This design comes from an exercise in tuning for small area, a short achievable clock period and few clock cycles per item on the open sky130 flow, not from production work.
The RTL was checked by simulation tests, not by an equivalence proof against the original design.

### design/flow/design.v
`timescale 1ns / 1ps
package sia_pkg;
    localparam logic [2:0] ACT_READ  = 3'd0;
    localparam logic [2:0] ACT_WRITE = 3'd1;
    localparam logic [2:0] ACT_ADD   = 3'd2;
    localparam logic [2:0] ACT_PREINC = 3'd3;
    localparam logic [2:0] ACT_POSTINC = 3'd4;
    localparam logic STAT_DONE = 1'b0;
    localparam logic STAT_FULL = 1'b1;
    typedef struct packed {
        logic        used;
        logic [31:0] index;
        logic [31:0] value;
    } entry_t;
    localparam int ENTRY_W = 1 + 32 + 32;   
    typedef struct packed {
        logic hit;
        logic free;
    } scan_flags_t;
    typedef enum logic [4:0] {
        ST_CLEAR  = 5'b00001,
        ST_IDLE   = 5'b00010,
        ST_SCAN   = 5'b00100,
        ST_DRAIN  = 5'b01000,
        ST_COMMIT = 5'b10000
    } state_t;
endpackage
`timescale 1ns / 1ps
module sia_ram #(
    parameter int WIDTH = 8,
    parameter int DEPTH = 16
) (
    input  logic                                   clk,
    input  logic                                   we,
    input  logic [(DEPTH > 1 ? $clog2(DEPTH) : 1)-1:0] waddr,
    input  logic [WIDTH-1:0]                       wdata,
    input  logic                                   re,
    input  logic [(DEPTH > 1 ? $clog2(DEPTH) : 1)-1:0] raddr,
    output logic [WIDTH-1:0]                       rdata
);
    logic [WIDTH-1:0] mem [DEPTH];
    always_ff @(posedge clk)
    begin
        if (we)
        begin
            mem[waddr] <= wdata;
        end
    end
    always_ff @(posedge clk)
    begin
        if (re)
        begin
            rdata <= mem[raddr];
        end
    end
endmodule
`timescale 1ns / 1ps
module sia_scan
#(
    parameter int AW = 4
) (
    input  logic               clk,
    input  logic               rst_n,
    input  logic               start,
    input  logic               chk_valid,
    input  logic [AW-1:0]      chk_addr,
    input  logic [sia_pkg::ENTRY_W-1:0] rd_data,
    input  logic [31:0]        key,
    output logic [1:0]         flags,
    output logic [AW-1:0]      hit_slot,
    output logic [AW-1:0]      free_slot,
    output logic [31:0]        hit_value
);
    sia_pkg::entry_t      ent;
    sia_pkg::scan_flags_t flags_reg;
    logic        match;
    logic        take_free;
    logic [AW-1:0] hit_slot_reg;
    logic [AW-1:0] free_slot_reg;
    logic [31:0]   hit_value_reg;
    assign ent       = sia_pkg::entry_t'(rd_data);
    assign match     = chk_valid && ent.used && (ent.index == key) && !flags_reg.hit;
    assign take_free = chk_valid && !ent.used && !flags_reg.free;
    always_ff @(posedge clk or negedge rst_n)
    begin
        if (!rst_n)
        begin
            flags_reg <= '0;
        end
        else if (start)
        begin
            flags_reg <= '0;
        end
        else
        begin
            if (match)
            begin
                flags_reg.hit <= 1'b1;
            end
            if (take_free)
            begin
                flags_reg.free <= 1'b1;
            end
        end
    end
    always_ff @(posedge clk)
    begin
        if (match)
        begin
            hit_slot_reg  <= chk_addr;
            hit_value_reg <= ent.value;
        end
        if (take_free)
        begin
            free_slot_reg <= chk_addr;
        end
    end
    assign flags     = flags_reg;
    assign hit_slot  = hit_slot_reg;
    assign free_slot = free_slot_reg;
    assign hit_value = hit_value_reg;
endmodule
`timescale 1ns / 1ps
module sparse_int_array_store
#(
    parameter int ENTRIES = 16
) (
    input  logic        clk,
    input  logic        rst_n,
    input  logic        req_valid,
    output logic        req_ready,
    input  logic [2:0]  req_action,
    input  logic [31:0] req_index,
    input  logic [31:0] req_operand,
    output logic        rsp_valid,
    input  logic        rsp_ready,
    output logic [31:0] rsp_result_value,
    output logic        rsp_status
);
    localparam int N = ENTRIES;
    logic [N-1:0] used;
    logic [31:0]  tidx [N];
    logic [31:0]  tval [N];
    logic         ready_q;       
    logic         busy_q;        
    logic         v0;
    logic [2:0]   act0;
    logic [31:0]  idx0;
    logic [31:0]  opnd0;
    logic [N-1:0] match0;
    logic         near0;
    logic         same0;
    logic         v1;
    logic [31:0]  idx1;
    logic [31:0]  p1;            
    logic [31:0]  g1;            
    logic         postinc1;
    logic         hit1;
    logic [N-1:0] match1;
    logic         same1;
    logic         store1;
    logic         resold1;
    logic         unused1;
    logic         lexists;
    logic [N-1:0] lslot;
    logic [31:0]  lval;          
    logic         lwe;           
    logic         hv, tv;
    logic [31:0]  hval, tval_q;
    logic         hst, tst;
    logic [N-1:0] match_in;
    logic         near_in;
    logic         same_in;
    always_comb
    begin
        for (int s = 0; s < N; s++)
            match_in[s] = used[s] && (tidx[s] == req_index);
        near_in = v1 && (req_index == idx1);
        same_in = v0 ? (req_index == idx0) : (v1 && !commit && (req_index == idx1));
    end
    logic [N-1:0] match;
    logic [31:0]  oldm;
    logic         hitm;
    logic         samem;
    logic [31:0]  addm;
    logic [31:0]  oldv;
    always_comb
    begin
        match = (match0 & used) | (lslot & {N{lexists && near0}});
        oldm = '0;
        for (int s = 0; s < N; s++)
            oldm = oldm | (tval[s] & {32{match0[s]}});
        hitm  = |match;
        samem = same0;
        case (act0)
            3'd1, 3'd2: addm = opnd0;
            3'd3, 3'd4: addm = 32'd1;
            default:    addm = 32'd0;
        endcase
        if (act0 == 3'd1)
            oldv = 32'd0;
        else if (samem)
            oldv = sum & {32{!failx}};
        else if (near0)
            oldv = lval;
        else
            oldv = oldm;
    end
    logic [31:0]  sum;
    logic         zero;
    logic         nz;
    logic         hitc;
    logic [N-1:0] hslot;
    logic [N-1:0] fslot;
    logic         full;
    logic         failx;
    logic         fail;
    logic [N-1:0] slotc;
    logic [31:0]  res;
    logic         commit;
    logic         space1;
    logic         mv01;
    always_comb
    begin
        logic [31:0] g, p, gn, pn;
        g = g1;
        p = p1;
        for (int d = 1; d < 32; d = d * 2)
        begin
            gn = g;
            pn = p;
            for (int i = d; i < 32; i++)
            begin
                gn[i] = g[i] | (p[i] & g[i-d]);
                pn[i] = p[i] & p[i-d];
            end
            g = gn;
            p = pn;
        end
        sum = p1 ^ {g[30:0], 1'b0};
    end
    always_comb
    begin
        logic [31:0] x, c;
        x = p1;
        c = {p1[30:0] | g1[30:0], 1'b0};
        zero = &(~(x ^ c));
    end
    assign nz = !zero;
    assign hitc  = same1 ? lexists : hit1;
    assign hslot = same1 ? lslot : match1;
    assign full  = &used;
    always_comb
    begin
        fslot = '0;
        for (int s = N - 1; s >= 0; s--)
            if (!used[s])
                fslot = N'(1) << s;
    end
    assign failx = store1 && !hitc && full;
    assign fail  = failx && nz;
    assign slotc = hitc ? hslot : fslot;
    assign res   = (unused1 || fail) ? 32'd0 : (resold1 ? (p1 ^ {31'd0, postinc1}) : sum);
    logic pop;
    logic v0_n, v1_n, hv_n, tv_n, ready_n;
    assign commit = v1 && !tv;
    assign space1 = !v1 || commit;
    assign mv01   = v0 && space1;
    assign pop    = hv && rsp_ready;
    always_comb
    begin
        v0_n = ready_q ? req_valid : v0;
        v1_n = mv01 || (v1 && !commit);
        if (tv)
        begin
            hv_n = 1'b1;
            tv_n = !pop;
        end
        else if (hv)
        begin
            hv_n = !pop || commit;
            tv_n = !pop && commit;
        end
        else
        begin
            hv_n = commit;
            tv_n = 1'b0;
        end
        ready_n = !v0_n || !v1_n || !tv_n;
    end
    always_ff @(posedge clk or negedge rst_n)
    begin
        if (!rst_n)
        begin
            ready_q <= 1'b1;
            busy_q  <= 1'b0;
            v0      <= 1'b0;
            v1      <= 1'b0;
            hv      <= 1'b0;
            tv      <= 1'b0;
            used    <= '0;
            lwe     <= 1'b0;
        end
        else
        begin
            ready_q <= ready_n;
            busy_q  <= !ready_n;
            v0      <= v0_n;
            v1      <= v1_n;
            hv      <= hv_n;
            tv      <= tv_n;
            if (commit)
                lwe <= 1'b1;
            for (int s = 0; s < N; s++)
                if (commit && store1 && slotc[s])
                    used[s] <= nz;
        end
    end
    always_ff @(posedge clk)
    begin
        if (ready_q)
        begin
            act0  <= req_action;
            idx0  <= req_index;
            opnd0 <= req_operand;
            match0 <= match_in;
            near0 <= near_in;
            same0 <= same_in;
        end
        if (mv01)
        begin
            idx1    <= idx0;
            hit1    <= hitm;
            match1  <= match;
            same1   <= samem;
            store1  <= (act0 >= 3'd1) && (act0 <= 3'd4);
            resold1 <= (act0 == 3'd0) || (act0 == 3'd4);
            postinc1 <= (act0 == 3'd4);
            p1      <= oldv ^ addm;
            g1      <= oldv & addm;
            unused1 <= (act0 >= 3'd5);
        end
        if (commit)
        begin
            lslot   <= slotc;
            lval    <= sum & {32{!failx}};
            lexists <= store1 ? (nz && !fail) : hitc;
        end
        for (int s = 0; s < N; s++)
        begin
            if (fslot[s])
                tidx[s] <= idx1;
            if (lwe && lslot[s])
                tval[s] <= lval;
        end
        if (commit)
        begin
            tval_q <= res;
            tst    <= fail;
        end
        if (!hv || pop)
        begin
            if (tv)
            begin
                hval <= tval_q;
                hst  <= tst;
            end
            else
            begin
                hval <= res;
                hst  <= fail;
            end
        end
    end
    assign req_ready        = !busy_q;
    assign rsp_valid        = hv;
    assign rsp_result_value = hval;
    assign rsp_status       = hst;
endmodule
### design/flow/flow/run.sh
#!/bin/bash
set -euo pipefail
MARGIN=$(cat flow/margin.txt)
bash standard.sh synth > synth.log 2>&1
bash standard.sh SETUP_SLACK_MARGIN="$MARGIN" finish > layout.log 2>&1
### design/flow/flow/margin.txt
6.0
### design/flow/standard.sh
#!/bin/bash
# synth_recipe.tcl (not shown) runs the flow's synth.tcl, then flattens the netlist and writes it again
# the make line also repeats each setting of config.mk as NAME=value (left out here)
make -C /OpenROAD-flow-scripts/flow DESIGN_CONFIG=/design/flow/config.mk WORK_HOME=/design/flow/orfs CLKGATE_MAP_FILE= SYNTH_SCRIPT=/design/flow/synth_recipe.tcl "${@:-finish}"
### design/flow/config.mk
export PLATFORM = sky130hd
export DESIGN_NAME = sparse_int_array_store
export DESIGN_NICKNAME = sparse_int_array_store
export VERILOG_FILES = /design/flow/design.v
export SDC_FILE = /design/flow/constraint.sdc
export NUM_CORES = 4
export LEC_CHECK = 0
export CAP_MARGIN = 20
export CORE_MARGIN = 2
export CORE_UTILIZATION = 40
export CTS_CLUSTER_DIAMETER = 80
export CTS_CLUSTER_SIZE = 24
export SLEW_MARGIN = 20
### design/flow/constraint.sdc
create_clock -name core_clock -period 9.0 [get_ports {clk}]
set_input_delay 1.8000 -clock core_clock [delete_from_list [all_inputs] [get_ports {clk}]]
set_output_delay 1.8000 -clock core_clock [all_outputs]
set_load 0.01 [all_outputs]
==> flow_summary.json <==
{
  "status": "no timing/DRC/antenna violations",
  "reg2reg_from": "p1[16]",
  "grt_pass1_vias": 31720,
  "antenna_left": 0,
  "p_sw_w": 0.006537,
  "synth_enable_flop_cells": 1341,
  "grt_setup_unrepaired": "yes",
  "critPathCaptureType": "output pin",
  "crit_required_ns": 7.20,
  "max_stage_delay_ns": 0.40,
  "finalPower_w": 0.01953,
  "drive_gt1_share_pct": 21.68,
  "drv_slew": 0,
  "worstHoldPathCells": 0,
  "critPathTopFamily": "flip-flops",
  "cts_tree": "built",
  "synthFlopType": "edfxtp_1",
  "worstHoldStart": "idx0[29]",
  "synth_cell_types": 70,
  "synth-async-reset-ratio_pct": 1.686,
  "clock_skew_ns": 0.03695,
  "clkLatencyLatePin_ns": 0.72,
  "r2r_end": "p1[30]",
  "synth_area_per_cell_um2": 15.98,
  "core-area_mm2": 0.1377,
  "layout_commonest_cell": "edfxtp_1",
  "swShare_pct": 33.47,
  "synth_fp_nets": 3580,
  "power.share.clock_pct": 18.0,
  "crit_path_top_delay_cell": "edfxtp_1",
  "dp_cells": 5318,
  "clockBufferDepth": 3,
  "dieHeight_um": 376.7,
  "cts_sinks": 1364,
  "overflow": 0,
  "critPathKind": "flip-flop to output pin",
  "start_kind": "flip-flop",
  "initial_utilization_pct": 40.36,
  "cts_root_buf": "clkbuf_16",
  "vias_per_cell": 5.818,
  "cap_violations": 0,
  "setup_violations": 0,
  "fill_cells": 11650,
  "hold_slack_ns": 0.4688,
  "p_leak_nw": 21.99,
  "clk_pin_slew_ns": 0.10,
  "worst_pin_slew_ns": 1.004,
  "setup_ws_ns": 5.945,
  "initialDrtViolationCount": 3811,
  "firstDrtPassIters": 8,
  "path_max_fanout": 1,
  "finalHoldViolCount": 0,
  "reg_top3": "tidx x512, tval x512",
  "routabilityCongestion": 0.8881,
  "grt_max_degree": 72,
  "critPathBufInv": 1,
  "vias": 33260,
  "place_ws_ns": 3.993,
  "ioPinCount": 106,
  "finalCritPeriodShare_pct": 33.95,
  "place.detailed.hpwl_mm": 93.87,
  "rrSetupSlack_ns": 5.95,
  "drt-total-wl_mm": 175.4,
  "final_cells": 5716,
  "vdd_drop_max_uv": 182.1,
  "powerDensity_mw_per_mm2": 295.8,
  "wl_per_cell_um": 30.69,
  "final_nets": 3994,
  "netlist_instances": 3477,
  "grtUsageTotal_pct": 24.22,
  "die_area_mm2": 0.1419,
  "ctsHtreeMaxLevel": 3,
  "area_delta_synth_final_pct": 18.84,
  "floorplan.rows": 136,
  "seqPwrFrac_pct": 54.9,
  "tns_ns": 0,
  "worstPathCellList": "buf_2",
  "min_period_ns": 3.055,
  "p_comb_share_pct": 27.1,
  "worstRegToRegCells": 12,
  "portBuffers": 105,
  "ys_seq_area_share_pct": 73.51,
  "yosysWarnings": 3,
  "drc": 0,
  "syn_area_mm2": 0.05556,
  "hold_class": "flip-flop to flip-flop",
  "cts_buffers": 69,
  "grt_pass1_wl_mm": 242.3,
  "slew_headroom_pct": 33.08,
  "fmax_ghz": 0.3273,
  "internal_power_w": 0.01299,
  "holdPathEnd": "idx1[29]",
  "cp.arrival_ns": 1.26,
  "dieWidth_um": 376.7,
  "ys_ff_latch": 1364,
  "layout_common_cells": "edfxtp_1 (1341), xnor2_1 (479), buf_4 (323), nand4_1 (161), a22oi_1 (155)",
  "grt_antenna_before_repair": 3
}
[per-layer routing]
metal  GRT usage [%]  part of all wire, %  up-vias
met4           13.06                  6.1        0
li1                -                    -    14090
met3           3.788                  7.2      335
met5               0                    0        -
met2           39.86                   48     1510
met1           30.82                   38    17320
[cell usage after synthesis, types with 28 or more instances]
| library cell | number | area, um2 |
|---|---|---|
| a21oi_1 | 68 | 340.3 |
| o31ai_2 | 29 | 362.9 |
| clkbuf_1 | 128 | 480.5 |
| a22o_1 | 55 | 481.7 |
| xor2_1 | 104 | 910.9 |
| a22oi_1 | 155 | 1164 |
| buf_1 | 28 | 105.1 |
| nand4_1 | 161 | 1007 |
| edfxtp_1 | 1341 | 40270 |
| nand3_1 | 53 | 265.3 |
| nor2_1 | 156 | 585.6 |
| a221oi_1 | 40 | 350.3 |
| xnor2_1 | 546 | 4782 |
| and2_1 | 63 | 394.1 |
| nor4_1 | 62 | 387.9 |
| o21ai_0 | 60 | 300.3 |
| ha_1 | 32 | 400.4 |
| nand2_1 | 99 | 371.6 |
[worst max-delay path by stage]
| stage | slack (ns) | endpoint | start | cells past startpoint |
|---|---|---|---|---|
| after floorplan | 5.94 | used[13] | used[3] | 9 |
| after CTS | 5.78 | match0[8] | req_index[0] | 7 |
| after detailed placement | 3.99 | match0[8] | req_index[7] | 7 |
| after global routing | 5.85 | p1[27] | g1[0] | 12 |
| after global placement | 3.28 | same0 | req_index[7] | 7 |
| final | 5.94 | rsp_result_value[14] | hval[14] | 1 |
[what timing repair did]
item / 4_1_cts / 5_1_grt
setup buffers: 220 / 55
pin swaps: 81 / 83
hold buffers: 0 / 0
cloned: 19 / 2
endpoints found under the setup margin: 269 / 134
resized for setup: 505 / 116
[cells by family (layout without fill, tap and decap cells)]
group	Yosys count	count (layout)	synth area share, %
fa+ha+maj	32	32	0.7206
buf+inv	211	654	1.581
xor+xnor	650	650	10.25
other cells	0	2	0
flops	1364	1364	73.51
mux	35	35	0.6665
simple gates	674	674	6.366
compound gates	511	511	6.909
[layout make-up]
type,instances,area [um2],share of cell area [%]
diodes,2,5.005,0.007580
clock buffers,83,1822,2.759
clock inverters,17,162.7,0.2463
inverters,20,75.07,0.1137
multi-input cells,1902,15440,23.38
flip-flops and latches,1364,40860,61.88
well taps,1794,2245,3.399
repair buffers,534,5426,8.218
[metrics by stage]
step	cell area (um2)	utilization (%)
global route	66020	47.96
CTS	64990	47.21
finish	66030	47.97
floorplan	56250	-
global placement	59270	43.05
detailed placement	59320	43.09
[power groups by stage]
stage | Clock (W) | Combinational, W | Sequential [W]
global placement | 0 | 0.00454 | 0.0108
floorplan | 0 | 0.00276 | 0.0105
finish | 0.00352 | 0.00529 | 0.0107
global route | 0.00376 | 0.00559 | 0.0109
detailed placement | 0 | 0.00458 | 0.0109
CTS | 0.00357 | 0.00505 | 0.0107
Testbench counts, summed over its fixed seeds: cycles 8,024, items 8,000.

## separate check: timing with driven ports
The results above use ideal ports. As a check the final layout listed here was re-extracted and re-timed, cells and wires unchanged. Step 1, drivers: a clkbuf_16 drives clk and a buf_2 each remaining input, both assumed. Step 2 adds t to the input delays and takes it off the output delays; t is the mean of the earliest and latest rising clock arrival at the registers after step 1. Input paths then give back, and output paths get back, about the clock's delay inside the block. a / b / c = ideal ports / drivers / drivers and shift; a / b = the first two.
shift t [ns]: 0.771
setup slack, ns: 5.945 / 5.872 / 5.206
worst setup path at the end: input to register
latest minus earliest clock arrival (ns): 0.044 / 0.044
After both steps setup and hold are still met in this run. For this run, drivers alone change the setup slack by -0.073 ns; drivers and shift together by -0.739 ns.
